What follows belongs to an exercise in optimizing a design on an open flow for a short achievable clock period and few clock cycles per item; a production flow would make more cautious choices. At most, simulation tests tie the RTL to the original design; equivalence was not proved. Function not checked in runs 2 and 3: the RTL went through the layout flow alone.

File: flow/config.mk
export PLATFORM = sky130hd
export DESIGN_NAME = divider_top
export DESIGN_NICKNAME = divider_top
export VERILOG_FILES = /design/flow/design.v
export SDC_FILE = /design/flow/constraint.sdc
export NUM_CORES = 4
export LEC_CHECK = 0
export CAP_MARGIN = 20
export CORE_MARGIN = 2
export CORE_UTILIZATION = 40
export SLEW_MARGIN = 20
File: flow/constraint.sdc
create_clock -name core_clock -period 27.0 [get_ports {clk}]
set_input_delay 5.4000 -clock core_clock [delete_from_list [all_inputs] [get_ports {clk}]]
set_output_delay 5.4000 -clock core_clock [all_outputs]
set_load 0.01 [all_outputs]
File: flow/design.v
package div_pkg;
    typedef enum logic [1:0] {
        DIV,
        DIVU,
        REM,
        REMU
    } div_fn_t;
    typedef enum logic [1:0] {
        NORMAL,
        DIV0,
        OVFL
    } div_case_t;
    typedef enum logic [1:0] {
        IDLE,
        ITERATE,
        CALC_REM
    } div_state_t;
endpackage
`timescale 1ns/1ps
import div_pkg::*;
module div_operand_prep (
    input  logic [32-1:0]            op1,
    input  logic [32-1:0]            op2,
    input  logic [2:0]                       funct3,
    output div_pkg::div_fn_t                 div_fn,
    output div_pkg::div_case_t               div_case,
    output logic [32-1:0]            op1_abs,
    output logic [32-1:0]            op2_abs,
    output logic                             op1_neg,
    output logic                             op2_neg,
    output logic [32+4-1:0] x_init,
    output logic [$clog2(32 + 4 + 1)-1:0]            shift_init
);
    localparam OP_LN = 32;
    localparam HB_LN = $clog2(32);
    localparam SH_LN = $clog2(32 + 4 + 1);
    logic             is_signed;
    logic [HB_LN-1:0] hb_chain [0:OP_LN];
    logic [HB_LN-1:0] hb_idx;
    logic [OP_LN-1:0] d_norm;
    logic [OP_LN-1:0] x_frac;
    always_comb begin
        case (funct3[1:0])
            2'd0:    div_fn = DIV;
            2'd1:    div_fn = DIVU;
            2'd2:    div_fn = REM;
            default: div_fn = REMU;
        endcase
    end
    assign is_signed = (div_fn == DIV) || (div_fn == REM);
    assign op1_neg = is_signed & op1[OP_LN-1];
    assign op2_neg = is_signed & op2[OP_LN-1];
    assign op1_abs = op1_neg ? -op1 : op1;
    assign op2_abs = op2_neg ? -op2 : op2;
    assign hb_chain[0] = '0;
    for (genvar i = 0; i < OP_LN; i++) begin : g_hb
        assign hb_chain[i+1] = op2_abs[i] ? HB_LN'(i) : hb_chain[i];
    end
    assign hb_idx = hb_chain[OP_LN];
    assign d_norm = op2_abs << (HB_LN'(OP_LN - 1) - hb_idx);
    assign x_frac = -d_norm;
    assign x_init = {x_frac, {4{1'b0}}};
    assign shift_init = SH_LN'(hb_idx) + SH_LN'(4 + 1);
    always_comb begin
        if (op2 == '0) begin
            div_case = DIV0;
        end else if (is_signed && (op1 == {1'b1, {(OP_LN-1){1'b0}}}) && (op2 == '1)) begin
            div_case = OVFL;
        end else begin
            div_case = NORMAL;
        end
    end
endmodule
`timescale 1ns/1ps
module goldschmidt_iter (
    input  logic                             clk,
    input  logic                             rst_n,
    input  logic                             load,
    input  logic [32-1:0]            op1_abs,
    input  logic [32+4-1:0] x_init,
    input  logic [$clog2(32 + 4 + 1)-1:0]            shift_init,
    output logic [32-1:0]            quo_trial
);
    localparam C_LN  = 32 + 4;
    localparam SH_LN = $clog2(32 + 4 + 1);
    localparam ST_LN = $clog2(5 + 1);
    logic [C_LN-1:0]   x_q;
    logic [C_LN-1:0]   num_q;
    logic [SH_LN-1:0]  shift_q;
    logic [ST_LN-1:0]  steps_q;
    logic              step;
    logic [C_LN-1:0]   x_cur;
    logic [C_LN-1:0]   num_cur;
    logic [SH_LN-1:0]  shift_cur;
    logic [2*C_LN-1:0] x_sq;
    logic [C_LN:0]     mul_factor;
    logic [2*C_LN:0]   num_prod;
    logic              carry;
    logic [C_LN-1:0]   num_nxt;
    logic [C_LN:0]     num_ext;
    logic [C_LN:0]     half_m1;
    logic [C_LN:0]     num_rnd;
    logic [C_LN:0]     quo_wide;
    assign step = (steps_q != '0);
    assign x_cur     = load ? x_init : x_q;
    assign num_cur   = load ? {op1_abs, {4{1'b0}}} : num_q;
    assign shift_cur = load ? shift_init : shift_q;
    assign x_sq = x_cur * x_cur;
    assign mul_factor = {1'b1, x_cur};
    assign num_prod   = num_cur * mul_factor;
    assign carry   = num_prod[2*C_LN];
    assign num_nxt = carry ? num_prod[2*C_LN:C_LN+1] : num_prod[2*C_LN-1:C_LN];
    always_ff @(posedge clk or negedge rst_n) begin
        if (!rst_n) begin
            steps_q <= '0;
            shift_q <= '0;
        end else begin
            if (load) begin
                steps_q <= ST_LN'(5 - 1);
            end else if (step) begin
                steps_q <= steps_q - 1'b1;
            end
            if (load || step) begin
                shift_q <= shift_cur - SH_LN'(carry);
            end
        end
    end
    always_ff @(posedge clk) begin
        if (load || step) begin
            x_q   <= x_sq[2*C_LN-1:C_LN];
            num_q <= num_nxt;
        end
    end
    assign num_ext  = {1'b0, num_q};
    assign half_m1  = ((C_LN+1)'(1) << (shift_q - 1'b1)) - 1'b1;
    assign num_rnd  = num_ext + half_m1 + (C_LN+1)'(num_ext[shift_q]);
    assign quo_wide = num_rnd >> shift_q;
    assign quo_trial = quo_wide[32-1:0];
endmodule
`timescale 1ns/1ps
import div_pkg::*;
module div_result (
    input  logic                  clk,
    input  logic                  rst_n,
    input  logic                  load,
    input  logic                  finish_fast,
    input  logic                  finish_calc,
    input  div_pkg::div_fn_t      div_fn,
    input  div_pkg::div_case_t    div_case,
    input  logic [32-1:0] op1,
    input  logic [32-1:0] op1_abs,
    input  logic [32-1:0] op2_abs,
    input  logic                  op1_neg,
    input  logic                  op2_neg,
    input  logic [32-1:0] quo_trial,
    output logic [32-1:0] result
);
    localparam OP_LN = 32;
    localparam RW = 2 * 32 + 2;
    div_pkg::div_fn_t            fn_q;
    logic                 op1_neg_q;
    logic                 op2_neg_q;
    logic [OP_LN-1:0]     op1_abs_q;
    logic [OP_LN-1:0]     op2_abs_q;
    logic [2*OP_LN-1:0]   prod;
    logic signed [RW-1:0] dvd_w;
    logic signed [RW-1:0] dvs_w;
    logic signed [RW-1:0] rem_trial;
    logic signed [RW-1:0] rem_fix;
    logic [OP_LN-1:0]     quo_fix;
    logic [OP_LN-1:0]     quo_out;
    logic [OP_LN-1:0]     rem_out;
    logic [OP_LN-1:0]     calc_val;
    logic [OP_LN-1:0]     fast_val;
    logic                 live_is_quo;
    always_ff @(posedge clk) begin
        if (load) begin
            fn_q      <= div_fn;
            op1_neg_q <= op1_neg;
            op2_neg_q <= op2_neg;
            op1_abs_q <= op1_abs;
            op2_abs_q <= op2_abs;
        end
    end
    assign prod      = quo_trial * op2_abs_q;
    assign dvd_w     = $signed({{(RW-OP_LN){1'b0}}, op1_abs_q});
    assign dvs_w     = $signed({{(RW-OP_LN){1'b0}}, op2_abs_q});
    assign rem_trial = dvd_w - $signed({2'b00, prod});
    always_comb begin
        quo_fix = quo_trial;
        rem_fix = rem_trial;
        if (rem_trial < 0) begin
            quo_fix = quo_trial - 1'b1;
            rem_fix = rem_trial + dvs_w;
        end else if (rem_trial >= dvs_w) begin
            quo_fix = quo_trial + 1'b1;
            rem_fix = rem_trial - dvs_w;
        end
    end
    assign quo_out  = (op1_neg_q ^ op2_neg_q) ? -quo_fix : quo_fix;
    assign rem_out  = op1_neg_q ? -rem_fix[OP_LN-1:0] : rem_fix[OP_LN-1:0];
    assign calc_val = ((fn_q == DIV) || (fn_q == DIVU)) ? quo_out : rem_out;
    assign live_is_quo = (div_fn == DIV) || (div_fn == DIVU);
    always_comb begin
        case (div_case)
            DIV0:    fast_val = live_is_quo ? '1 : op1;
            OVFL:    fast_val = live_is_quo ? op1 : '0;
            default: fast_val = '0;
        endcase
    end
    always_ff @(posedge clk or negedge rst_n) begin
        if (!rst_n) begin
            result <= '0;
        end else if (finish_fast) begin
            result <= fast_val;
        end else if (finish_calc) begin
            result <= calc_val;
        end
    end
endmodule
`timescale 1ns/1ps
import div_pkg::*;
module div_ctrl (
    input  logic               clk,
    input  logic               rst_n,
    input  logic               start,
    input  logic               ack,
    input  div_pkg::div_case_t div_case,
    output logic               load,
    output logic               finish_fast,
    output logic               finish_calc,
    output logic               done
);
    localparam CNT_LN = $clog2(5 + 1);
    div_pkg::div_state_t state_q;
    div_pkg::div_state_t state_nxt;
    logic [CNT_LN-1:0] cnt_q;
    logic [CNT_LN-1:0] cnt_nxt;
    logic              done_nxt;
    logic              waiting;
    logic              accept;
    assign waiting = done && !ack;
    assign accept = (state_q == IDLE) && start && !waiting;
    assign load        = accept;
    assign finish_fast = accept && (div_case != NORMAL);
    assign finish_calc = (state_q == CALC_REM);
    always_comb begin
        state_nxt = state_q;
        cnt_nxt   = cnt_q;
        case (state_q)
            IDLE: begin
                if (accept && (div_case == NORMAL)) begin
                    state_nxt = ITERATE;
                    cnt_nxt   = CNT_LN'(1);
                end
            end
            ITERATE: begin
                if (cnt_q == CNT_LN'(5 - 1)) begin
                    state_nxt = CALC_REM;
                end else begin
                    cnt_nxt = cnt_q + 1'b1;
                end
            end
            CALC_REM: begin
                state_nxt = IDLE;
                cnt_nxt   = '0;
            end
            default: begin
                state_nxt = IDLE;
                cnt_nxt   = '0;
            end
        endcase
    end
    assign done_nxt = waiting || finish_fast || finish_calc;
    always_ff @(posedge clk or negedge rst_n) begin
        if (!rst_n) begin
            state_q <= IDLE;
            cnt_q   <= '0;
            done    <= 1'b0;
        end else begin
            state_q <= state_nxt;
            cnt_q   <= cnt_nxt;
            done    <= done_nxt;
        end
    end
endmodule
`timescale 1ns/1ps
module divider_top (
    input  logic                  clk,
    input  logic                  rst_n,
    input  logic [32-1:0] op1,
    input  logic [32-1:0] op2,
    input  logic [2:0]            funct3,
    input  logic                  start,
    input  logic                  ack,
    output logic [32-1:0] result,
    output logic                  done
);
    div_pkg::div_fn_t                 div_fn;
    div_pkg::div_case_t               div_case;
    logic [32-1:0]            op1_abs;
    logic [32-1:0]            op2_abs;
    logic                             op1_neg;
    logic                             op2_neg;
    logic [32+4-1:0] x_init;
    logic [$clog2(32 + 4 + 1)-1:0]            shift_init;
    logic [32-1:0]            quo_trial;
    logic                             load;
    logic                             finish_fast;
    logic                             finish_calc;
    div_operand_prep u_prep (
        .op1        (op1),
        .op2        (op2),
        .funct3     (funct3),
        .div_fn     (div_fn),
        .div_case   (div_case),
        .op1_abs    (op1_abs),
        .op2_abs    (op2_abs),
        .op1_neg    (op1_neg),
        .op2_neg    (op2_neg),
        .x_init     (x_init),
        .shift_init (shift_init)
    );
    goldschmidt_iter u_iter (
        .clk        (clk),
        .rst_n      (rst_n),
        .load       (load),
        .op1_abs    (op1_abs),
        .x_init     (x_init),
        .shift_init (shift_init),
        .quo_trial  (quo_trial)
    );
    div_result u_result (
        .clk         (clk),
        .rst_n       (rst_n),
        .load        (load),
        .finish_fast (finish_fast),
        .finish_calc (finish_calc),
        .div_fn      (div_fn),
        .div_case    (div_case),
        .op1         (op1),
        .op1_abs     (op1_abs),
        .op2_abs     (op2_abs),
        .op1_neg     (op1_neg),
        .op2_neg     (op2_neg),
        .quo_trial   (quo_trial),
        .result      (result)
    );
    div_ctrl u_ctrl (
        .clk         (clk),
        .rst_n       (rst_n),
        .start       (start),
        .ack         (ack),
        .div_case    (div_case),
        .load        (load),
        .finish_fast (finish_fast),
        .finish_calc (finish_calc),
        .done        (done)
    );
endmodule
File: flow/run.sh
#!/bin/bash
# synth_recipe.tcl (not shown) runs the flow's synth.tcl, then flattens the netlist and writes it again
# the make line also repeats each setting of config.mk as NAME=value (left out here)
make -C /OpenROAD-flow-scripts/flow DESIGN_CONFIG=/design/flow/config.mk WORK_HOME=/design/flow/orfs CLKGATE_MAP_FILE= SYNTH_SCRIPT=/design/flow/synth_recipe.tcl finish
==> out/metrics.csv, run 1 <==
metric,value,unit
status,"complete, no violations",
drtPass1Iterations,6,
final_antenna_net_count,0,
synth-seq-cells,186,
r2r_slack,3.81,ns
die_y,584.7,um
slowest_delay,0.77,ns
nets,19640,
postCtsResizedCells,0,
avgSynthCellArea,8.575,um2
syn_nets,19990,
core_area,0.3361,mm2
start_kind,primary input,
cts_hold_buffers,0,
synth_area,0.1349,mm2
num_vias,110400,
die_area,0.3419,mm2
finalCritPeriodShare,91.11,%
tns,0,ns
synth_area_leader_cell,fa_1,
crit_fanout,28,
end_kind,register,
grt_pass1_wl,758.9,mm
grt_util_all_layers,30.24,%
start_util,40.14,%
path_clk_slew,0.06,ns
grt_overflow,0,
final-hold-violation-count,0,
worst_pin_slew,1.344,ns
cts_root_buf,clkbuf_16,
vias_per_cell,5.541,
place.gp.congestion,1.013,
synth_ff_type,edfxtp_1,
io_pins,104,
critical-path-slowest-cell,nor2_1,
setup-violations-final,0,
r2r_cells,64,
clk_path_buf_depth,3,
cts.sinks,186,
ys_seq_area_share,3.966,%
min_path_type,register to register,
max_slew_margin,9.853,%
max_clock_freq,40.65,MHz
hold_start,u_result.result[14],
syn2layout_area_growth,5.585,%
antenna_found_initial,29,
synth_top_area_share,47.34,%
synth_edf_count,139,
grtUsageMet2,48.64,%
crit_top_cell,fa_1,
rsz0062_at_grt,false,
setup_slack,2.401,ns
grt_pass1_vias,115100,
drc,0,
skew,0.03998,ns
worstPathRequired,27.25,ns
ys_warn_count,5,
rows,213,
drt-total-wl,512.7,mm
grt_start_max_net_pins,97,
maxCapViolations,0,
cts_tree,done,
cts_setup_buffers,0,
grtUsageMet1,37.16,%
critical_path_buf_inv_count,13,
synth_common_cells,"inv_1, fa_1, nand2_1",
synthCells,15730,
arrival,24.85,ns
fin_crit,24.60,ns
grt_use_met3,5.527,%
holdPathStages,2,
place_worst_setup_slack,2.244,ns
synthArstFlopShare,25.27,%
criticalPathCategory,primary input to register,
final_layout_size_suffix_gt1_share,4.056,%
grt_busiest_layer,met2,
wl_per_cell,25.74,um
h-tree-depth,4,
synth_cell_types,108,
reg2reg_to,u_result.result[30],
whs_endpoint,u_result.result[14],
rr_startpoint,u_iter.shift_q[0],
insertion_delay,0.58,ns
synth.area.top_cells,"fa_1, inv_1, ha_1, nand2_1, nor2_1",
yosysMostFrequentCell,inv_1,
io_buffers,102,
drv_slew,0,
dp_hpwl,408.4,mm
die_x,584.7,um
crit_family,compound AO/OA/AOI/OAI gates,
cts_buffers,25,
drt_iter0_markers,9438,
fill_cells,33880,
-- routing by layer --
layer / part of all wire [%] / up-vias
met5: 0.017 / -
met4: 8.2 / 12
met3: 8.8 / 1257
met2: 46 / 5338
met1: 37 / 56610
li1: - / 47140
-- metrics by stage --
step | cell area, um2 | utilization, % | std cells | hold slack (ns)
final | 142400 | 42.38 | 19920 | 0.4849
after global routing | 142400 | 42.38 | 19910 | 0.5255
after CTS | 142400 | 42.37 | 19900 | 0.4966
after detailed placement | 141700 | 42.16 | 19870 | 0.4838
after global placement | 141600 | 42.15 | 19870 | 0.4671
after floorplan | 134900 | - | 15730 | 0.4739
-- cells by family after synthesis --
group                    synth area share [%]
buffers and inverters                   12.56
flip-flops                              3.966
adder cells (fa/ha/maj)                 56.63
AND/OR/NAND/NOR                         15.99
XOR/XNOR                                2.031
multiplexers                            1.074
AO/OA/AOI/OAI                           7.742
-- worst reg2reg max path, delay by kind of cell, from the launching register on --
family,cells,cell delay [ns]
muxes,1,0.45
xor gates and xnor gates,2,0.44
buffers and inverters,9,1.71
and+or+nand+nor,24,8.72
DFF,1,0.72
adders and majority gates,12,5.51
AOI/OAI and AO/OA,16,5.56
-- how the worst max path moves through the flow --
| stage | startpoint | endpoint | cells past startpoint |
|---|---|---|---|
| 2_1_floorplan | op2[0] | u_iter.shift_q[5] | 65 |
| 3_3_place_gp | op2[0] | u_iter.num_q[13] | 62 |
| 3_5_place_dp | funct3[0] | u_iter.shift_q[5] | 62 |
| 4_1_cts | op2[0] | u_iter.num_q[13] | 62 |
| 5_1_grt | funct3[0] | u_iter.num_q[13] | 59 |
| 6_report | op2[0] | u_iter.num_q[13] | 60 |
-- final cells by class --
type	instances	area, um2	share of cell area, %
clock buffers	26	639.4	0.4489
well taps	4515	5649	3.966
repair buffers	443	3611	2.535
clock inverters	6	61.31	0.04304
diodes	17	42.54	0.02987
inverters	3676	13810	9.694
flip-flops and latches	186	5353	3.758
multi-input cells	11050	113300	79.52
-- flip-flops by register name (all words and copies together) (netlist names), 2 cells and up --
| register | flops |
|---|---|
| u_ctrl.state_q | 2 |
| u_result.op1_abs_q | 32 |
| u_iter.steps_q | 3 |
| u_iter.shift_q | 6 |
| u_iter.num_q | 36 |
| u_result.op2_abs_q | 32 |
| u_ctrl.cnt_q | 3 |
| u_result.result | 32 |
| u_iter.x_q | 36 |
-- placed cells by master (no fill, tap or decap), types with 24 or more instances in the layout --
cell	netlist	final
mux2_2	24	24
nor2_1	1372	1362
and2_1	318	316
nand2_1	2104	2099
a221oi_1	27	26
or4_1	24	24
o21a_1	60	58
edfxtp_1	139	139
o21bai_1	34	33
fa_1	3190	3190
a21oi_1	360	341
a21o_1	131	131
buf_4	2	337
and3_1	209	209
mux2i_1	80	63
a31oi_1	70	67
nor4_1	55	54
nand2b_1	60	60
clkinv_1	28	26
nand4_1	79	79
xnor2_1	199	197
xor2_1	112	111
inv_2	26	33
o31ai_1	46	46
or3_1	50	50
o21ai_0	291	289
nand3_1	150	149
nor2b_1	42	42
or2_2	36	36
clkdlybuf4s50_1	0	101
a211o_1	28	28
o22ai_1	28	28
a211oi_1	63	60
dfrtp_1	47	45
inv_1	3622	3617
o211ai_1	65	65
ha_1	1001	1001
clkbuf_16	0	25
nor3_1	277	277
Testbench counts, summed over its fixed seeds: cycles 186,655, items 32,000.
==> inputs of run 2 (changes only) <==
==> flow/design.v (replaced) <==
`timescale 1ns/1ps
module divider_top (
    input  logic        clk,
    input  logic        rst_n,
    input  logic [31:0] op1,
    input  logic [31:0] op2,
    input  logic [2:0]  funct3,
    input  logic        start,
    input  logic        ack,
    output logic [31:0] result,
    output logic        done
);
    localparam int RB   = 2;                   
    localparam int G    = 3;                   
    localparam int M    = RB * G;              
    localparam int NCMX = 31 / M + 1;          
    localparam int WW   = NCMX * M;            
    localparam int NM   = (1 << RB) - 1;       
    localparam int XW   = 32 + RB;             
    localparam int CW   = $clog2(NCMX + 1);
    logic        sgn, a_neg, b_neg, b_zero;
    logic [31:0] a_abs, b_abs;
    logic [5:0]  la, lb;
    logic signed [6:0] kdiff;
    logic [CW-1:0] ncyc;
    assign sgn    = ~funct3[0];
    assign a_neg  = sgn & op1[31];
    assign b_neg  = sgn & op2[31];
    assign a_abs  = a_neg ? -op1 : op1;
    assign b_abs  = b_neg ? -op2 : op2;
    assign b_zero = (op2 == 32'd0);
    function automatic logic [5:0] lzc32(input logic [31:0] v);
        lzc32 = 6'd32;
        for (int i = 0; i < 32; i++)
            if (v[i]) lzc32 = 6'(31 - i);
    endfunction
    assign la    = lzc32(a_abs);
    assign lb    = lzc32(b_abs);
    assign kdiff = $signed({1'b0, lb}) - $signed({1'b0, la});
    always_comb begin
        if (b_zero || kdiff < 0) ncyc = '0;
        else                     ncyc = CW'(kdiff / M + 1);
    end
    logic [31:0]   r_init;
    logic [WW-1:0] w_init;
    always_comb begin
        logic [32+WW-1:0] cat;
        cat = {{WW{1'b0}}, a_abs};
        {r_init, w_init} = cat << (WW - ncyc * M);
    end
    logic [XW-1:0] mult_init [1:NM];
    always_comb begin
        for (int j = 1; j <= NM; j++)
            mult_init[j] = ~(XW'(b_abs) * XW'(j));
    end
    logic          busy_q;
    logic [CW-1:0] cnt_q;
    logic          accept;
    logic [31:0]   rem_q;
    logic [WW-1:0] w_q;
    logic [XW-1:0] mult_q [1:NM];
    logic [31:0]   quo_q, quom_q;
    logic          rem_sel_q, rneg_q, qneg_q;
    assign accept = start & ~busy_q & (~done | ack);
    logic [31:0] rem_nxt;
    logic [WW-1:0] w_nxt;
    logic [31:0] quo_nxt, quom_nxt;
    always_comb begin
        logic [31:0] r;
        logic [31:0] q, qm;
        logic [XW-1:0] x;
        logic [XW:0]   d [1:NM];
        logic [RB-1:0] dig;
        logic [XW-1:0] nx;
        r  = rem_q;
        q  = quo_q;
        qm = quom_q;
        for (int s = 0; s < G; s++) begin
            x = {r, w_q[WW-1-RB*s -: RB]};
            dig = '0;
            for (int j = 1; j <= NM; j++) begin
                d[j] = {1'b0, x} + {1'b0, mult_q[j]} + (XW+1)'(1);
                if (d[j][XW]) dig = RB'(j);
            end
            nx = x;
            for (int j = 1; j <= NM; j++)
                if (dig == RB'(j)) nx = d[j][XW-1:0];
            r = nx[31:0];
            if (dig != '0) qm = {q[31-RB:0], dig - 1'b1};
            else           qm = {qm[31-RB:0], {RB{1'b1}}};
            q = {q[31-RB:0], dig};
        end
        rem_nxt  = r;
        quo_nxt  = q;
        quom_nxt = qm;
        w_nxt    = w_q << M;
    end
    always_ff @(posedge clk or negedge rst_n) begin
        if (!rst_n) begin
            busy_q <= 1'b0;
            cnt_q  <= '0;
            done   <= 1'b0;
        end else begin
            if (accept) begin
                busy_q <= (ncyc != '0);
                cnt_q  <= ncyc;
                done   <= (ncyc == '0);
            end else if (busy_q) begin
                cnt_q <= cnt_q - 1'b1;
                if (cnt_q == CW'(1)) begin
                    busy_q <= 1'b0;
                    done   <= 1'b1;
                end
            end else if (ack) begin
                done <= 1'b0;
            end
        end
    end
    always_ff @(posedge clk) begin
        if (accept) begin
            rem_q     <= r_init;
            w_q       <= w_init;
            for (int j = 1; j <= NM; j++) mult_q[j] <= mult_init[j];
            quo_q     <= b_zero ? 32'hffff_ffff : 32'd0;
            quom_q    <= b_zero ? 32'd0 : 32'hffff_ffff;
            rem_sel_q <= funct3[1];
            rneg_q    <= a_neg;
            qneg_q    <= a_neg ^ b_neg;
        end else if (busy_q) begin
            rem_q  <= rem_nxt;
            w_q    <= w_nxt;
            quo_q  <= quo_nxt;
            quom_q <= quom_nxt;
        end
    end
    assign result = rem_sel_q ? (rneg_q ? -rem_q : rem_q)
                              : (qneg_q ? ~quom_q : quo_q);
endmodule
==> out/metrics.csv, run 2 <==
metric,value,unit,change
grt_start_max_net_pins,87,,-10%
grt_util_all_layers,26.10,%,-4.1 points
synth.area.top_cells,"edfxtp_1, ha_1, a21oi_1, xnor2_1, nand2_1",,
cts_tree,done,,
fin_crit,17.58,ns,-7.017 ns
synth_ff_type,edfxtp_1,,
wl_per_cell,21.28,um,-17%
arrival,17.95,ns,-6.90 ns
cts_root_buf,clkbuf_16,,
r2r_slack,12.75,ns,+8.94 ns
vias_per_cell,6.065,,+9.4%
synth-seq-cells,205,,+10%
die_x,286.4,um,-51%
largest-register,mult_q,,
top_layer,met4,,
synth_common_cells,"nand2_1, a21oi_1, ha_1",,
end_kind,register,,
nets,4547,,-77%
syn2layout_area_growth,8.693,%,
start_util,40.37,%,+0.23 points
slowest_delay,0.71,ns,-0.06 ns
final_common_cell,nand2_1,,
status,"complete, no violations",,
largest_reg_flops,65,,
core_area,0.07900,mm2,-76%
cts_setup_buffers,0,,unchanged
final_cell_mix,"nand2_1, a21oi_1, ha_1, nor2_1, o21ai_0",,
holdPathStages,2,,unchanged
ys_warn_count,4,,-1
rr_startpoint,mult_q[3][0],,
drc,0,,unchanged
crit_top_cell,o21ai_0,,
critical-path-slowest-cell,clkdlybuf4s50_1,,
antenna_found_initial,0,,-100%
drtPass1Iterations,6,,unchanged
die_y,286.4,um,-51%
r2r_cells,46,,-28%
tns,0,ns,unchanged
num_vias,31480,,-71%
crit_fanout,40,,+43%
dr_wl_met3,6.731,mm,-85%
fill_cells,8032,,-76%
worst_pin_slew,1.044,ns,-0.2997 ns
synth_cell_types,108,,unchanged
m1WireLength,51.14,mm,-73%
synthCells,4099,,-74%
synth_area_leader_cell,edfxtp_1,,
dp_hpwl,88.70,mm,-78%
synth_top_area_share,18.83,%,-29 points
skew,0.04830,ns,+0.008320 ns
whs_endpoint,w_q[15],,
drv_slew,0,,unchanged
min_path_type,register to register,,
postCtsResizedCells,0,,unchanged
finalCritPeriodShare,65.12,%,-26 points
hold_start,w_q[9],,
cts_hold_buffers,0,,unchanged
synth_edf_count,200,,+44%
reg2reg_to,rem_q[1],,
top_regs,"mult_q (65), w_q (36)",,
register_area,0.006131,mm2,+15%
grt_pass1_wl,168.8,mm,-78%
multiInputGateArea,0.02458,mm2,-78%
avgSynthCellArea,7.781,um2,-9.3%
final_layout_size_suffix_gt1_share,4.639,%,+0.58 points
worstPathRequired,27.37,ns,+0.12 ns
rsz0062_at_grt,false,,
final-hold-violation-count,0,,unchanged
io_pins,104,,unchanged
maxCapViolations,0,,unchanged
syn_nets,4523,,-77%
rows,103,,-52%
final_antenna_net_count,0,,unchanged
setup-violations-final,0,,unchanged
ys_seq_area_share,19.22,%,+15 points
cts.sinks,205,,+10%
synth_area,0.03189,mm2,-76%
drt_iter0_markers,2808,,-70%
post-route-util,43.88,%,+1.5 points
max_slew_margin,28.38,%,+19 points
max_clock_freq,56.88,MHz,+40%
criticalPathCategory,primary input to register,,
clk_path_buf_depth,3,,unchanged
io_buffers,102,,unchanged
final_cell_area,0.03467,mm2,-76%
grt_pass1_vias,28960,,-75%
yosysMostFrequentCell,nand2_1,,
synthArstFlopShare,2.439,%,-23 points
place_area,0.03398,mm2,-76%
h-tree-depth,1,,-3
drt-total-wl,110.5,mm,-78%
grt_overflow,0,,unchanged
start_kind,primary input,,
dr_wl_met2,48.13,mm,-80%
path_clk_slew,0.07,ns,about the same
cts_buffers,23,,-8.0%
insertion_delay,0.57,ns,about the same
place.gp.congestion,0.9745,,-3.8%
die_area,0.08201,mm2,-76%
run 2: through the flow:
stage                     hold WS, ns  setup WS (ns)  instances
after detailed placement       0.5034          9.022       5148
after CTS                      0.5239          9.526       5189
after floorplan                0.4889          11.76       4099
after global placement         0.4944          9.103       5148
after global routing           0.5531          8.316       5189
final                          0.5215          9.418       5191
run 2: kinds of logic after synthesis:
| family | count (synthesis) | share of synthesized area, % |
|---|---|---|
| xor+xnor | 347 | 9.596 |
| flops | 205 | 19.22 |
| simple gates | 1305 | 19.33 |
| buf+inv | 308 | 3.876 |
| mux | 124 | 4.127 |
| compound gates | 1455 | 29.65 |
| fa+ha+maj | 355 | 14.20 |
run 2: worst max-delay path: cells and delay by family:
family | cells | cell delay [ns]
buffers and inverters | 4 | 1.62
AOI/OAI and AO/OA | 22 | 4.33
adders and majority gates | 8 | 2.68
muxes | 1 | 0.62
and+or+nand+nor | 13 | 3.28
run 2: layout make-up:
type	instances	share of cell area (%)
multi-input combinational	3586	70.91
clock inverter	17	0.3032
clock buffer	24	1.671
timing repair buffer	144	3.855
sequential	205	17.69
antenna	2	0.01444
tap	1050	3.790
inverter	163	1.772
run 2: how the worst max path moves through the flow:
stage	slack (ns)	depth (start not counted)	start	to
5_1_grt	8.32	47	op2[31]	rem_q[17]
2_1_floorplan	11.76	38	op1[5]	rem_q[5]
6_report	9.42	48	op2[31]	rem_q[25]
3_3_place_gp	9.10	48	op2[31]	rem_q[25]
4_1_cts	9.53	48	op2[31]	rem_q[25]
3_5_place_dp	9.02	48	op2[31]	rem_q[25]
run 2: metal layers:
layer  up-vias  global-route usage [%]
met4         0                   9.254
met2      1029                   41.17
met5         -                       0
met3       145                   2.146
li1      15430                       -
met1     14880                   37.28
==> inputs of run 3 (changes only) <==
--- a/flow/design.v
+++ b/flow/design.v
@@ -10,8 +10,8 @@
     output logic [31:0] result,
     output logic        done
 );
-    localparam int RB   = 2;                   
-    localparam int G    = 3;                   
+    localparam int RB   = 3;                   
+    localparam int G    = 2;                   
     localparam int M    = RB * G;              
     localparam int NCMX = 31 / M + 1;          
     localparam int WW   = NCMX * M;            
==> out/metrics.csv, run 3 <==
metric,value,unit,change
drt-total-wl,187.1,mm,+69%
top_layer,met5,,
rsz0062_at_grt,false,,
dr_wl_met3,13.69,mm,+100%
dr_wl_met2,84.17,mm,+75%
critical_path_buf_inv_count,8,,+4
finalCritPeriodShare,68.54,%,+3.4 points
io_pins,104,,unchanged
start_kind,primary input,,
die_y,341.6,um,+19%
status,"complete, no violations",,
final_common_cell,ha_1,,
arrival,18.83,ns,+0.88 ns
multiInputGateArea,0.03590,mm2,+46%
reg2reg_to,rem_q[9],,
synthCells,5716,,+39%
worstPathRequired,27.33,ns,-0.04 ns
cts_tree,done,,
crit_fanout,40,,unchanged
syn_nets,6429,,+42%
wl_per_cell,25.54,um,+20%
num_vias,46070,,+46%
final_cell_mix,"ha_1, a21oi_1, nand2_1, nor2_1, o21ai_0",,
vias_per_cell,6.286,,+3.7%
path_clk_slew,0.06,ns,about the same
grt_overflow,0,,unchanged
syn2layout_area_growth,9.080,%,
core_area,0.1128,mm2,+43%
cts.sinks,271,,+32%
cts_hold_buffers,0,,unchanged
die_area,0.1167,mm2,+42%
worst_pin_slew,1.284,ns,+0.2399 ns
hold_slack,0.5250,ns,+0.003480 ns
largest-register,mult_q,,
criticalPathCategory,primary input to register,,
synth_top_area_share,17.52,%,-1.3 points
min_path_type,register to register,,
drv_slew,0,,unchanged
synth.area.top_cells,"edfxtp_1, ha_1, a21oi_1, xnor2_1, o21ai_0",,
maxCapViolations,0,,unchanged
r2r_slack,14.53,ns,+1.78 ns
clk_path_buf_depth,3,,unchanged
fin_crit,18.50,ns,+0.9223 ns
insertion_delay,0.61,ns,+0.04 ns
synth-seq-cells,271,,+32%
end_kind,register,,
cts_setup_buffers,0,,unchanged
fill_cells,11290,,+41%
ys_seq_area_share,17.79,%,-1.4 points
grt_util_all_layers,31.04,%,+4.9 points
holdPathStages,2,,unchanged
hold_start,w_q[17],,
rows,123,,+19%
drt_iter0_markers,4615,,+64%
critical-path-slowest-cell,xnor2_1,,
m1WireLength,79.70,mm,+56%
final-hold-violation-count,0,,unchanged
setup-violations-final,0,,unchanged
io_buffers,102,,unchanged
grt_pass1_wl,274.3,mm,+63%
final_cell_area,0.04974,mm2,+43%
h-tree-depth,2,,+1
synth_common_cells,"ha_1, a21oi_1, nand2_1",,
final_antenna_net_count,0,,unchanged
synth_ff_type,edfxtp_1,,
synth_area,0.04560,mm2,+43%
synth_area_leader_cell,edfxtp_1,,
grt_pass1_vias,44270,,+53%
slowest_delay,0.88,ns,+0.17 ns
drtPass1Iterations,6,,unchanged
cts_root_buf,clkbuf_16,,
skew,0.02903,ns,-0.01927 ns
max_clock_freq,54.04,MHz,-5.0%
synth_edf_count,266,,+33%
ys_warn_count,4,,unchanged
antenna_found_initial,7,,+7
place_area,0.04865,mm2,+43%
r2r_cells,36,,-22%
dp_hpwl,153.7,mm,+73%
final_layout_size_suffix_gt1_share,4.959,%,+0.32 points
crit_family,compound AO/OA/AOI/OAI gates,,
start_util,40.42,%,+0.050 points
rr_startpoint,w_q[34],,
grt_start_max_net_pins,67,,-23%
place.gp.congestion,0.9862,,+1.2%
tns,0,ns,unchanged
postCtsResizedCells,0,,unchanged
max_slew_margin,14.38,%,-14 points
synthArstFlopShare,1.845,%,-0.59 points
drc,0,,unchanged
yosysMostFrequentCell,ha_1,,
nets,6519,,+43%
top_regs,"mult_q (131), w_q (36)",,
largest_reg_flops,131,,+100%
avgSynthCellArea,7.977,um2,+2.5%
synth_cell_types,116,,+7.4%
die_x,341.6,um,+19%
whs_endpoint,w_q[23],,
cts_buffers,35,,+52%
register_area,0.008113,mm2,+32%
crit_top_cell,a21oi_1,,
run 3: cell count changes after synthesis, moves of 81 or more:
cell     change
xor2_1      +81
o21ai_0     +89
inv_1       +90
xnor2_1    +101
ha_1       +261
nor2_1     +119
a21oi_1    +187
run 3: how the worst max path moves through the flow:
| stage | startpoint | to | slack [ns] | depth (start not counted) |
|---|---|---|---|---|
| after floorplan | op2[3] | rem_q[5] | 11.69 | 47 |
| after global placement | op2[0] | rem_q[19] | 8.20 | 46 |
| after detailed placement | op2[0] | rem_q[19] | 8.16 | 46 |
| after CTS | op2[0] | rem_q[19] | 8.79 | 46 |
| after global routing | op2[0] | rem_q[19] | 7.81 | 46 |
| final | op2[0] | rem_q[19] | 8.50 | 46 |
run 3: metrics by stage:
| stage | setup WS [ns] | utilization [%] | std cells |
|---|---|---|---|
| after CTS | 8.794 | 44.09 | 7328 |
| after global placement | 8.203 | 43.13 | 7269 |
| after floorplan | 11.69 | - | 5716 |
| final | 8.495 | 44.09 | 7329 |
| after detailed placement | 8.162 | 43.13 | 7269 |
| after global routing | 7.815 | 44.09 | 7328 |
run 3: cell families (layout without fill, tap and decap cells):
| logic type | after synthesis | in the layout | synth area share [%] |
|---|---|---|---|
| xor gates and xnor gates | 527 | 527 | 10.12 |
| DFF | 271 | 271 | 17.79 |
| muxes | 125 | 125 | 2.889 |
| and+or+nand+nor | 1670 | 1670 | 17.68 |
| buffers and inverters | 409 | 521 | 3.578 |
| adders and majority gates | 643 | 643 | 18.30 |
| other | 0 | 1 | 0 |
| AOI/OAI and AO/OA | 2071 | 2071 | 29.64 |
run 3: area by class of cell:
type | instances | share of cell area (%)
diodes | 1 | 0.005031
clock buffers | 40 | 1.884
clock inverters | 19 | 0.2968
inverters | 259 | 1.965
multi-input cells | 5036 | 72.19
flip-flops and latches | 271 | 16.31
well taps | 1500 | 3.773
repair buffers | 203 | 3.577
run 3: worst register-to-register path: cells and delay by family, from the launching register on:
family	cells	cell delay, ns
fa+ha+maj	3	1.12
buf+inv	6	1.55
flops	1	0.62
compound gates	21	7.01
simple gates	6	1.92
run 3: per-layer routing:
metal  vias up  track usage (%)
met2      1864            51.01
met4         8            14.20
met5         -                0
met1     22070            40.57
met3       335            3.789
li1      21790                -
==> inputs of run 4 (changes only) <==
--- a/flow/design.v
+++ b/flow/design.v
@@ -20,8 +20,6 @@
     localparam int CW   = $clog2(NCMX + 1);
     logic        sgn, a_neg, b_neg, b_zero;
     logic [31:0] a_abs, b_abs;
-    logic [5:0]  la, lb;
-    logic signed [6:0] kdiff;
     logic [CW-1:0] ncyc;
     assign sgn    = ~funct3[0];
     assign a_neg  = sgn & op1[31];
@@ -29,24 +27,27 @@
     assign a_abs  = a_neg ? -op1 : op1;
     assign b_abs  = b_neg ? -op2 : op2;
     assign b_zero = (op2 == 32'd0);
-    function automatic logic [5:0] lzc32(input logic [31:0] v);
-        lzc32 = 6'd32;
-        for (int i = 0; i < 32; i++)
-            if (v[i]) lzc32 = 6'(31 - i);
-    endfunction
-    assign la    = lzc32(a_abs);
-    assign lb    = lzc32(b_abs);
-    assign kdiff = $signed({1'b0, lb}) - $signed({1'b0, la});
+    logic [NCMX-1:0] reach;
+    logic [NCMX:0]   csel;
     always_comb begin
-        if (b_zero || kdiff < 0) ncyc = '0;
-        else                     ncyc = CW'(kdiff / M + 1);
+        for (int c = 0; c < NCMX; c++)
+            reach[c] = ~b_zero & ((a_abs >> (c * M)) >= b_abs);
+        csel[0] = ~reach[0];
+        for (int c = 1; c < NCMX; c++)
+            csel[c] = reach[c-1] & ~reach[c];
+        csel[NCMX] = reach[NCMX-1];
+        ncyc = '0;
+        for (int c = 1; c <= NCMX; c++)
+            if (csel[c]) ncyc = CW'(c);
     end
     logic [31:0]   r_init;
     logic [WW-1:0] w_init;
     always_comb begin
         logic [32+WW-1:0] cat;
-        cat = {{WW{1'b0}}, a_abs};
-        {r_init, w_init} = cat << (WW - ncyc * M);
+        cat = '0;
+        for (int c = 0; c <= NCMX; c++)
+            if (csel[c]) cat = cat | ({{WW{1'b0}}, a_abs} << (WW - c * M));
+        {r_init, w_init} = cat;
     end
     logic [XW-1:0] mult_init [1:NM];
     always_comb begin
@@ -69,22 +70,30 @@
         logic [31:0] r;
         logic [31:0] q, qm;
         logic [XW-1:0] x;
-        logic [XW:0]   d [1:NM];
+        logic [XW:0]   d [0:NM];
         logic [RB-1:0] dig;
         logic [XW-1:0] nx;
+        logic [NM+1:0] ge;
+        logic [NM:0]   oh;
         r  = rem_q;
         q  = quo_q;
         qm = quom_q;
         for (int s = 0; s < G; s++) begin
             x = {r, w_q[WW-1-RB*s -: RB]};
-            dig = '0;
+            ge[0] = 1'b1;
+            d[0]  = {1'b0, x};
             for (int j = 1; j <= NM; j++) begin
                 d[j] = {1'b0, x} + {1'b0, mult_q[j]} + (XW+1)'(1);
-                if (d[j][XW]) dig = RB'(j);
+                ge[j] = d[j][XW];
             end
-            nx = x;
-            for (int j = 1; j <= NM; j++)
-                if (dig == RB'(j)) nx = d[j][XW-1:0];
+            ge[NM+1] = 1'b0;
+            dig = '0;
+            nx  = '0;
+            for (int j = 0; j <= NM; j++) begin
+                oh[j] = ge[j] & ~ge[j+1];
+                if (oh[j]) dig = dig | RB'(j);
+                nx = nx | ({XW{oh[j]}} & d[j][XW-1:0]);
+            end
             r = nx[31:0];
             if (dig != '0) qm = {q[31-RB:0], dig - 1'b1};
             else           qm = {qm[31-RB:0], {RB{1'b1}}};
==> out/metrics.csv, run 4 <==
metric,value,unit,change
status,"complete, no violations",,
final_antenna_net_count,0,,unchanged
io_buffers,102,,unchanged
antenna_found_initial,6,,-1
worstSetupEndpoint,rem_q[14],,
ys_warn_count,4,,unchanged
maxCapViolations,0,,unchanged
core_area,0.1108,mm2,-1.8%
synth-seq-cells,271,,unchanged
fin_crit,13.16,ns,-5.349 ns
die_area,0.1145,mm2,-1.9%
cts_buffers,36,,+2.9%
cts_root_buf,clkbuf_16,,
grtUsageMet1,37.82,%,-2.7 points
cts_hold_buffers,0,,unchanged
critical_path_buf_inv_count,3,,-5
post-route-util,44.28,%,+0.19 points
tns,0,ns,unchanged
ys_seq_area_share,18.13,%,+0.34 points
fill_cells,11170,,-1.1%
h-tree-depth,2,,unchanged
wl_per_cell,24.79,um,-2.9%
max_slew_margin,24.01,%,+9.6 points
reg2reg_to,quom_q[10],,
max_clock_freq,76.01,MHz,+41%
synthArstFlopShare,1.845,%,unchanged
end_kind,register,,
io_pins,104,,unchanged
setup-violations-final,0,,unchanged
die_x,338.4,um,-0.94%
cp_cell_sequence,"clkdlybuf4s50_1, nor4_1, nor3b_1, nand3b_1, nor3_1, and2_1, a21oi_1, xor2_1, inv_1, ha_1, a21o_1, a21o_1, a21o_1, a21oi_1, nor2b_1, o21ai_0, nand2b_1, a221oi_1, nor2_2, buf_4, nand2_1, o22ai_1, a211oi_1, a31oi_1",,
drt_iter0_markers,3782,,-18%
synth_area,0.04474,mm2,-1.9%
grt_util_all_layers,29.33,%,-1.7 points
clk_path_buf_depth,3,,unchanged
rsz0062_at_grt,false,,
start_util,40.37,%,-0.053 points
final-hold-violation-count,0,,unchanged
num_vias,44890,,-2.6%
cts_setup_buffers,0,,unchanged
final_layout_size_suffix_gt1_share,4.063,%,-0.90 points
nets,6409,,-1.7%
synth_edf_count,266,,unchanged
largest-register,mult_q,,
synth_top_area_share,19.77,%,+2.3 points
rows,122,,-0.81%
crit_top_cell,a21o_1,,
top_regs,"mult_q (131), w_q (36)",,
grt_use_met3,3.847,%,+0.058 points
largest_reg_flops,131,,unchanged
yosysMostFrequentCell,ha_1,,
place_area,0.04789,mm2,-1.6%
die_y,338.4,um,-0.94%
worstPathRequired,27.27,ns,-0.06 ns
arrival,13.43,ns,-5.40 ns
grt_pass1_wl,258.8,mm,-5.7%
path_clk_slew,0.06,ns,about the same
drt-total-wl,176.0,mm,-5.9%
dp_hpwl,142.8,mm,-7.1%
synthCells,5492,,-3.9%
skew,0.01998,ns,-0.009049 ns
cts.sinks,271,,unchanged
insertion_delay,0.59,ns,-0.02 ns
crit_start,op2[2],,
grt_pass1_vias,42990,,-2.9%
drc,0,,unchanged
final_cell_mix,"ha_1, a21oi_1, nand2_1, nor2_1, o21ai_0",,
synth_cell_types,94,,-19%
synth.area.top_cells,"ha_1, edfxtp_1, xnor2_1, a21oi_1, a21o_1",,
syn_nets,6314,,-1.8%
slowest_delay,0.96,ns,+0.08 ns
synth_ff_type,edfxtp_1,,
grtUsageMet2,48.04,%,-3.0 points
grt_busiest_layer,met2,,
drtPass1Iterations,8,,+2
critical-path-slowest-cell,a211oi_1,,
place.gp.congestion,0.9800,,-0.63%
postCtsResizedCells,0,,unchanged
worst_pin_slew,1.138,ns,-0.1465 ns
drv_slew,0,,unchanged
avgSynthCellArea,8.146,um2,+2.1%
r2r_slack,15.26,ns,+0.73 ns
syn2layout_area_growth,9.683,%,
synth_area_leader_cell,ha_1,,
synth_common_cells,"ha_1, a21oi_1, nand2_1",,
r2r_cells,36,,unchanged
cts_tree,done,,
crit_family,compound AO/OA/AOI/OAI gates,,
grt_start_max_net_pins,104,,+55%
final_cell_area,0.04907,mm2,-1.3%
finalCritPeriodShare,48.72,%,-20 points
final_common_cell,ha_1,,
rr_startpoint,rem_q[2],,
min_path_type,register to register,,
vias_per_cell,6.321,,+0.56%
crit_fanout,31,,-23%
start_kind,primary input,,
criticalPathCategory,primary input to register,,
grt_overflow,0,,unchanged
path_depth,24,,-48%
## run 4: cell types whose count changed after synthesis, moves of 38 or more
cell and delta:
ha_1 +105, mux2i_1 -88, a21oi_1 -79, a21o_1 +75, nor2_1 -60, a31oi_1 +49
o21ai_0 -46, a221oi_1 +39, nor3_1 -38
## run 4: how the worst min path moves through the flow
stage,from,end,slack [ns],depth (start not counted)
final,w_q[18],w_q[24],0.52,2
after global routing,w_q[12],w_q[18],0.56,2
after detailed placement,w_q[15],w_q[21],0.51,2
after global placement,w_q[12],w_q[18],0.50,2
after floorplan,w_q[12],w_q[18],0.50,2
after CTS,w_q[13],w_q[19],0.53,2
## run 4: final cells by class
class	count	area, um2	share of cell area (%)
antenna	1	2.502	0.005100
clock buffer	46	969.7	1.976
clock inverter	17	186.4	0.3799
sequential	271	8113	16.53
multi-input combinational	4844	35280	71.91
tap	1488	1862	3.794
inverter	235	889.6	1.813
timing repair buffer	199	1762	3.590
## run 4: routing by layer
metal | share of wire (%) | up-vias | wire length (um)
li1 | - | 21110 | -
met1 | 41 | 21420 | 72930
met2 | 45 | 1978 | 79090
met3 | 8.0 | 378 | 14030
met4 | 5.6 | 6 | 9920
met5 | 0.023 | - | 40
## run 4: worst min-delay path: stages, from the launching register on
cell and delay (ns):
edfxtp_1 0.31, nand2_1 0.04, o21ai_0 0.06
## run 4: through the flow
| step | setup slack (ns) | hold slack [ns] | cells |
|---|---|---|---|
| CTS | 14.01 | 0.5266 | 7099 |
| finish | 13.84 | 0.5237 | 7101 |
| global route | 13.45 | 0.5559 | 7100 |
| floorplan | 16.05 | 0.4963 | 5492 |
| detailed placement | 13.42 | 0.5135 | 7036 |
| global placement | 13.48 | 0.5021 | 7036 |
## run 4: cell families after synthesis
kind of cell    share of synthesized area [%]
compound gates                          30.06
xor+xnor                                10.08
fa+ha+maj                               21.74
buf+inv                                 3.227
flops                                   18.13
mux                                    0.2965
simple gates                            16.46
Testbench counts of run 4, summed over its fixed seeds: cycles 65,707, items 32,000.
==> inputs of run 5 (changes only) <==
==> flow/flow/run.sh (new file) <==
#!/bin/bash
set -euo pipefail
bash standard.sh finish SETUP_SLACK_MARGIN=18 > standard_flow.log 2>&1
==> flow/standard.sh (new file) <==
#!/bin/bash
# synth_recipe.tcl (not shown) runs the flow's synth.tcl, then flattens the netlist and writes it again
# the make line also repeats each setting of config.mk as NAME=value (left out here)
make -C /OpenROAD-flow-scripts/flow DESIGN_CONFIG=/design/flow/config.mk WORK_HOME=/design/flow/orfs CLKGATE_MAP_FILE= SYNTH_SCRIPT=/design/flow/synth_recipe.tcl "${@:-finish}"
removed: flow/run.sh
==> out/metrics.csv, run 5 <==
metric,value,unit,change
grt_util_all_layers,31.66,%,+2.3 points
core_area,0.1108,mm2,unchanged
synth_common_cells,"ha_1, a21oi_1, nand2_1",,
grt_pass1_vias,45590,,+6.1%
path_clk_slew,0.06,ns,about the same
io_buffers,102,,unchanged
rsz0062_at_grt,true,,
max_clock_freq,95.19,MHz,+25%
die_area,0.1145,mm2,unchanged
die_y,338.4,um,unchanged
die_x,338.4,um,unchanged
synth_edf_count,266,,unchanged
drc,0,,unchanged
setup-violations-final,0,,unchanged
syn_nets,6314,,unchanged
place_worst_setup_slack,13.69,ns,+0.2657 ns
insertion_delay,0.57,ns,-0.02 ns
place.gp.congestion,0.9855,,+0.56%
ys_warn_count,4,,unchanged
h-tree-depth,2,,unchanged
synth_ff_type,edfxtp_1,,
vias_per_cell,6.352,,+0.49%
arrival,10.72,ns,-2.71 ns
setup_slack,16.49,ns,+2.650 ns
criticalPathCategory,primary input to register,,
crit_fanout,8,,-74%
clk_path_buf_depth,3,,unchanged
ys_seq_area_share,18.13,%,unchanged
grt_start_max_net_pins,127,,+22%
drt-total-wl,197.1,mm,+12%
largest-register,mult_q,,
cts_tree,done,,
rows,122,,unchanged
synth_area,0.04474,mm2,unchanged
dp_hpwl,144.0,mm,+0.82%
cts_buffers,34,,-5.6%
finalCritPeriodShare,38.91,%,-9.8 points
final_layout_size_suffix_gt1_share,21.94,%,+18 points
syn2layout_area_growth,30.59,%,
grt_pass1_wl,278.0,mm,+7.4%
synth_area_leader_cell,ha_1,,
worstPathRequired,27.21,ns,-0.06 ns
synth_top_area_share,19.77,%,unchanged
yosysMostFrequentCell,ha_1,,
drt_iter0_markers,5122,,+35%
drv_slew,0,,unchanged
num_vias,48180,,+7.3%
antenna_found_initial,2,,-4
avgSynthCellArea,8.146,um2,unchanged
max_slew_margin,17.83,%,-6.2 points
worst_pin_slew,1.201,ns,+0.06372 ns
top_regs,"mult_q (131), w_q (36)",,
status,"complete, no violations",,
start_kind,primary input,,
start_util,40.37,%,unchanged
tns,0,ns,unchanged
grt_overflow,0,,unchanged
wl_per_cell,25.98,um,+4.8%
skew,0.02021,ns,+0.0002306 ns
min_path_type,register to register,,
r2r_slack,17.90,ns,+2.64 ns
io_pins,104,,unchanged
synth.area.top_cells,"ha_1, edfxtp_1, xnor2_1, a21oi_1, a21o_1",,
synthCells,5492,,unchanged
final_cell_mix,"ha_1, a21oi_1, buf_4, nand2_1, nor2_1",,
final-hold-violation-count,0,,unchanged
largest_reg_flops,131,,unchanged
hold_slack,0.5344,ns,+0.01069 ns
end_kind,register,,
final_antenna_net_count,0,,unchanged
fin_crit,10.51,ns,-2.650 ns
final_common_cell,ha_1,,
cts.sinks,271,,unchanged
synth-seq-cells,271,,unchanged
synth_cell_types,94,,unchanged
drtPass1Iterations,8,,unchanged
maxCapViolations,0,,unchanged
nets,6893,,+7.6%
cts_root_buf,clkbuf_16,,
synthArstFlopShare,1.845,%,unchanged
-- run 5: changes by cell type in the layout (fill, tap and decap cells not counted), sizes merged, moves of 9 or more --
cell	delta
dlygate4sd2	+9
inv	-14
clkdlybuf4s50	-48
clkinvlp	+15
buf	+500
dlymetal6s2s	+10
-- run 5: layer usage --
metal | vias up | wire length [um] | GRT usage, %
met5 | - | 13 | 0
met4 | 2 | 14990 | 20.50
met3 | 613 | 18060 | 4.599
met2 | 2384 | 86290 | 49.85
met1 | 23100 | 77710 | 40.48
li1 | 22080 | - | -
-- run 5: repair_timing --
item                       CTS  global route
setup endpoints to repair  195           169
pin swaps                  211           200
resized for setup          698           335
setup buffers              301           182
hold buffers                 0             0
cloned                       6             8
-- run 5: logic make-up (layout without fill, tap and decap cells) --
| logic type | after synthesis | in the layout | share of synthesized area (%) |
|---|---|---|---|
| adder cells (fa/ha/maj) | 751 | 751 | 21.74 |
| multiplexers | 13 | 13 | 0.2965 |
| flip-flops | 271 | 271 | 18.13 |
| AND/OR/NAND/NOR | 1531 | 1538 | 16.46 |
| AO/OA/AOI/OAI | 2034 | 2034 | 30.06 |
| buffers and inverters | 377 | 973 | 3.227 |
| XOR/XNOR | 515 | 515 | 10.08 |
| other | 0 | 1 | 0 |
-- run 5: worst paths after layout --
check,depth (start not counted),startpoint,endpoint
max,20,op2[12],w_q[32]
min,1,w_q[1],w_q[7]
max reg2reg,32,rem_q[4],rem_q[30]
min reg2reg,1,w_q[1],w_q[7]
max in group asynchronous,1,rst_n,cnt_q[1]
min in group asynchronous,1,rst_n,cnt_q[0]
-- run 5: critical path, cell delays in order --
cell,delay [ns]
buf_8,0.09
or4_4,0.55
or4_4,0.48
nor3_4,0.40
and2_4,0.24
clkinvlp_4,0.21
o21a_4,0.28
xor2_4,0.17
inv_2,0.07
buf_4,0.13
buf_4,0.14
ha_1,0.28
o21ai_0,0.08
nor2_1,0.15
o21ai_0,0.15
a41oi_1,0.83
nor3_4,0.06
buf_12,0.20
a222oi_1,0.53
a31oi_4,0.23
-- run 5: final cells by class --
| cell class | instances | area (um2) |
|---|---|---|
| multi-input combinational | 4851 | 40130 |
| clock inverter | 22 | 241.5 |
| clock buffer | 38 | 865.8 |
| inverter | 235 | 970.9 |
| timing repair buffer | 678 | 6237 |
| sequential | 271 | 8113 |
| fill | 10060 | 52400 |
| tap | 1488 | 1862 |
| antenna | 1 | 2.502 |
-- run 5: through the flow --
stage                     area, um2  std cells  util (%)
after global routing          58420       7583     52.71
final                         58420       7584     52.72
after CTS                     55210       7393     49.82
after floorplan               45900       5492         -
after global placement        48800       7026     44.03
after detailed placement      48800       7026     44.03

==> re-timing with driven ports <==
In the flow no input, the clock included, has a driving cell. The finished layouts below were timed again as built, in two steps.
Step 1 assumes that a clkbuf_16 drives the clock port and a buf_2 every other input.
Step 2, shift: input delay + t, output delay - t, t = (earliest + latest rising clock arrival at the registers) / 2. This alone moves slack from input paths to output paths.
Slacks: ideal / step 1 / step 2; pairs: ideal / step 1.
run	shift t [ns]	setup slack, ns	worst setup path after step 2
run 1	0.645	2.401 / 2.459 / 1.814	input to register
run 2	0.606	9.418 / 9.451 / 8.845	input to register
run 3	0.676	8.495 / 8.558 / 7.881	input to register
run 4	0.654	13.845 / 13.898 / 13.244	input to register
run 5	0.634	16.495 / 16.499 / 15.865	input to register
After both steps setup and hold are still met in every run listed. For run 5, which loses most, drivers alone change the setup slack by +0.004 ns; drivers and shift together by -0.630 ns.
